Source: an optimization exercise on an open RTL-to-GDS flow (aim: small area, a short achievable clock period and few clock cycles per item). Production flows keep margins and buffers that such runs may drop.
The RTL was checked by simulation tests, not by an equivalence proof against the original design.
No activity file was given, so power comes from the tool's default toggle rates.

== run A ==
==> flow/design.v (excerpt) <==
module DataPath (
	input logic Clock,
	input logic rst,
	input logic pcIn,
	input logic irIn,
	input logic yIn,
	input logic marIn,
	input logic mdrIn,
	input logic zIn,
	input logic [15:0] regIn,
	input logic pcOut,
	input logic irOut,
	input logic zHiOut,
	input logic zLoOut,
	input logic mdrOut,
	input logic [15:0] regOut,
	input logic read,
	input logic incPc,
	input logic [3:0] aluOp,
	input logic [31:0] mdataIn,
	input logic mdReq,
	output logic mdAck,
	output logic [31:0] busOut,
	output logic [31:0] memAddr
);
For scale: roughly 5000 cells after synthesis, ~850 flip-flops, ~0.046 mm2 of cells after synthesis.
Settings: LEC_CHECK=0, ABC_AREA=1, CAP_MARGIN=20, CORE_MARGIN=2, CORE_UTILIZATION=30, CTS_BUF_LIST=sky130_fd_sc_hd__clkbuf_8, SETUP_SLACK_MARGIN=4.5, SLEW_MARGIN=20; clock period 10.0 ns.
run.sh (not shown) runs the stock make flow with config.mk's settings and CLKGATE_MAP_FILE= SYNTH_SCRIPT=/design/flow/synth_recipe.tcl, a recipe that flattens the netlist after the stock synthesis.
Testbench counts of run A, summed over its fixed seeds: cycles 146,723, items 20,000.
Relative to run A, the following input files were edited for run B:
# run A
export LEC_CHECK = 0
export ABC_AREA = 1
export CAP_MARGIN = 20
export CORE_MARGIN = 2
export CORE_UTILIZATION = 30
export CTS_BUF_LIST = sky130_fd_sc_hd__clkbuf_8
export SETUP_SLACK_MARGIN = 4.5
export SLEW_MARGIN = 20
create_clock -name core_clock -period 10.0 [get_ports {Clock}]
# run B
export LEC_CHECK = 0
export ABC_AREA = 1
export CAP_MARGIN = 0
export CORE_MARGIN = 2
export CORE_UTILIZATION = 40
export CTS_BUF_LIST = sky130_fd_sc_hd__clkbuf_8
export SETUP_SLACK_MARGIN = 4.0
export SLEW_MARGIN = 0
create_clock -name core_clock -period 10.0 [get_ports {Clock}]
Results
Looking at setup slack across run B and run A, the one that comes out lower is run B.
Run B: final critical-path share of the clock period 1.7 points above run A
Cmp run B and run A / clock power / higher: run B
Peak clock frequency supported by timing ended up about 3% lower on run B than on run A.
When run B is set beside run A, its tightest slew margin relative to the limit turns out to be 6.7 points smaller.
Edits applied to the flow inputs when going from run B to run C:
# run B
export LEC_CHECK = 0
export ABC_AREA = 1
export CAP_MARGIN = 0
export CORE_MARGIN = 2
export CORE_UTILIZATION = 40
export CTS_BUF_LIST = sky130_fd_sc_hd__clkbuf_8
export SETUP_SLACK_MARGIN = 4.0
export SLEW_MARGIN = 0
create_clock -name core_clock -period 10.0 [get_ports {Clock}]
# run C
export LEC_CHECK = 0
export ABC_AREA = 1
export CAP_MARGIN = 20
export CORE_MARGIN = 2
export CORE_UTILIZATION = 50
export CTS_BUF_LIST = sky130_fd_sc_hd__clkbuf_8
export SETUP_SLACK_MARGIN = 4.5
export SLEW_MARGIN = 20
create_clock -name core_clock -period 10.0 [get_ports {Clock}]
==> comparison <==
Run C vs run B, start point of the critical path: regOut[3] vs zHiOut. The run with more routed wire is run C, not run B. Diff run B -> run C: total power density per cell area went down 5.5 mW/mm2; wire length of the first global-routing pass went up 1.9%; synthesized instance count held; cell area went up about 5%. Run comparison: run B termination of the worst setup path busOut[6]; run C termination of the worst setup path busOut[1]. Run C: clock buffer count from CTS higher than run B.
Here is what was changed in the inputs of run D compared with run C.
# run C
export LEC_CHECK = 0
export ABC_AREA = 1
export CAP_MARGIN = 20
export CORE_MARGIN = 2
export CORE_UTILIZATION = 50
export CTS_BUF_LIST = sky130_fd_sc_hd__clkbuf_8
export SETUP_SLACK_MARGIN = 4.5
export SLEW_MARGIN = 20
create_clock -name core_clock -period 10.0 [get_ports {Clock}]
# run D
export LEC_CHECK = 0
export ABC_AREA = 1
export CAP_MARGIN = 20
export CORE_MARGIN = 2
export CORE_UTILIZATION = 30
export SETUP_SLACK_MARGIN = 3.5
export SLEW_MARGIN = 20
create_clock -name core_clock -period 10.0 [get_ports {Clock}]
## What came out
- Relative to run C, fraction of power consumed by combinational cells decreased by 5.4 points in run D.
- Run D vs. run C: total power divided by cell area went up by 6.4 mW/mm2.
- Run D vs. run C: aggregate routed wire length down 9.8%; finished layout cell area decreased 0.0030 mm2; sequential cell area share increased by 2.4 points relative to the old numbers.
- Half-perimeter wire length after placement delta (run D − run C): favourable
- Higher global-route wire length before repair was reported by run C, not run D.
- Global routing usage on met3: run D and run C compared, higher one is run C
- Run D ends up with a tightest hold margin that is 11 ps lower than in run C.
- Non-clock buffer count shrinks by more than a quarter when moving from run C to run D.
Changes in run E relative to run D:
# run D
export LEC_CHECK = 0
export ABC_AREA = 1
export CAP_MARGIN = 20
export CORE_MARGIN = 2
export CORE_UTILIZATION = 30
export SETUP_SLACK_MARGIN = 3.5
export SLEW_MARGIN = 20
create_clock -name core_clock -period 10.0 [get_ports {Clock}]
# run E
export LEC_CHECK = 0
export ABC_AREA = 1
export CAP_MARGIN = 20
export CORE_MARGIN = 2
export CORE_UTILIZATION = 55
export SETUP_SLACK_MARGIN = 3.5
export SLEW_MARGIN = 20
create_clock -name core_clock -period 10.0 [get_ports {Clock}]
Findings:
Across both runs, multi-input combinational area share was higher for run E than for run D.
Run E has completed all stages; timing, DRC and antenna checks passed.
Per the comparison of run E with run D, detailed-route wire length grew by 5100 um; worst setup margin shrank by 56 ps.
Inputs modified between run E and run F:
# run E
export LEC_CHECK = 0
export ABC_AREA = 1
export CAP_MARGIN = 20
export CORE_MARGIN = 2
export CORE_UTILIZATION = 55
export SETUP_SLACK_MARGIN = 3.5
export SLEW_MARGIN = 20
create_clock -name core_clock -period 10.0 [get_ports {Clock}]
# run F
export LEC_CHECK = 0
export ABC_AREA = 1
export CAP_MARGIN = 20
export CORE_MARGIN = 2
export CORE_UTILIZATION = 40
export CTS_BUF_LIST = sky130_fd_sc_hd__clkbuf_8
export SETUP_SLACK_MARGIN = 4.0
export SLEW_MARGIN = 20
create_clock -name core_clock -period 10.0 [get_ports {Clock}]
Notes after the runs:
- The routed wire length of run F exceeds that of run E by 9500 um.
- Run F vs. run E: minimum setup slack in the final design increased 490 ps, area taken by flip-flops and latches essentially unchanged, global-route usage decreased 10 points.
- Number of setup buffers added after CTS for run F: 47 up relative to run E
- Diff run E -> run F | pin count of the biggest net entering global routing | down by a few percent
- Lower relative contribution of the clock network to total power goes to run F over run E.
- Worst-case reg-to-reg path depth: run F > run E
- Compared with run E, run F shows a lower fraction of area in registers.

-- port drivers added, routing unchanged --
No port has a modelled driver above. Below, the same layouts with a new extraction and two added sets of constraints. Step 1 sets driving cells, clkbuf_16 on the clock port and buf_2 on the other inputs (assumed; they add their load-dependent delay and slew). Step 2 also shifts input and output timing later by t, the mid clock arrival at the registers, as if the neighbouring blocks saw the same clock. Three values: ideal, step 1, step 2; two values: the first two.
run | shift t [ns] | setup slack, ns | hold WS [ns] | worst setup path after step 2 | slew at the worst register clock pin (ns)
run A | 0.954 | 4.193 / 4.138 / 3.344 | 0.488 / 0.488 / 0.488 | input to register | 0.07 / 0.07
run B | 0.909 | 4.020 / 3.994 / 3.191 | 0.506 / 0.506 / 0.506 | input to register | 0.08 / 0.08
run C | 0.924 | 4.304 / 4.227 / 3.496 | 0.500 / 0.500 / 0.500 | input to register | 0.07 / 0.07
run D | 0.776 | 3.580 / 3.538 / 2.951 | 0.489 / 0.489 / 0.489 | input to register | 0.07 / 0.07
run E | 0.744 | 3.524 / 3.411 / 2.761 | 0.499 / 0.499 / 0.499 | input to register | 0.07 / 0.07
run F | 0.929 | 4.019 / 3.999 / 3.163 | 0.505 / 0.505 / 0.505 | input to register | 0.07 / 0.07
After both steps setup and hold are still met in every run listed. For run F, which loses most, drivers alone change the setup slack by -0.020 ns; drivers and shift together by -0.856 ns.
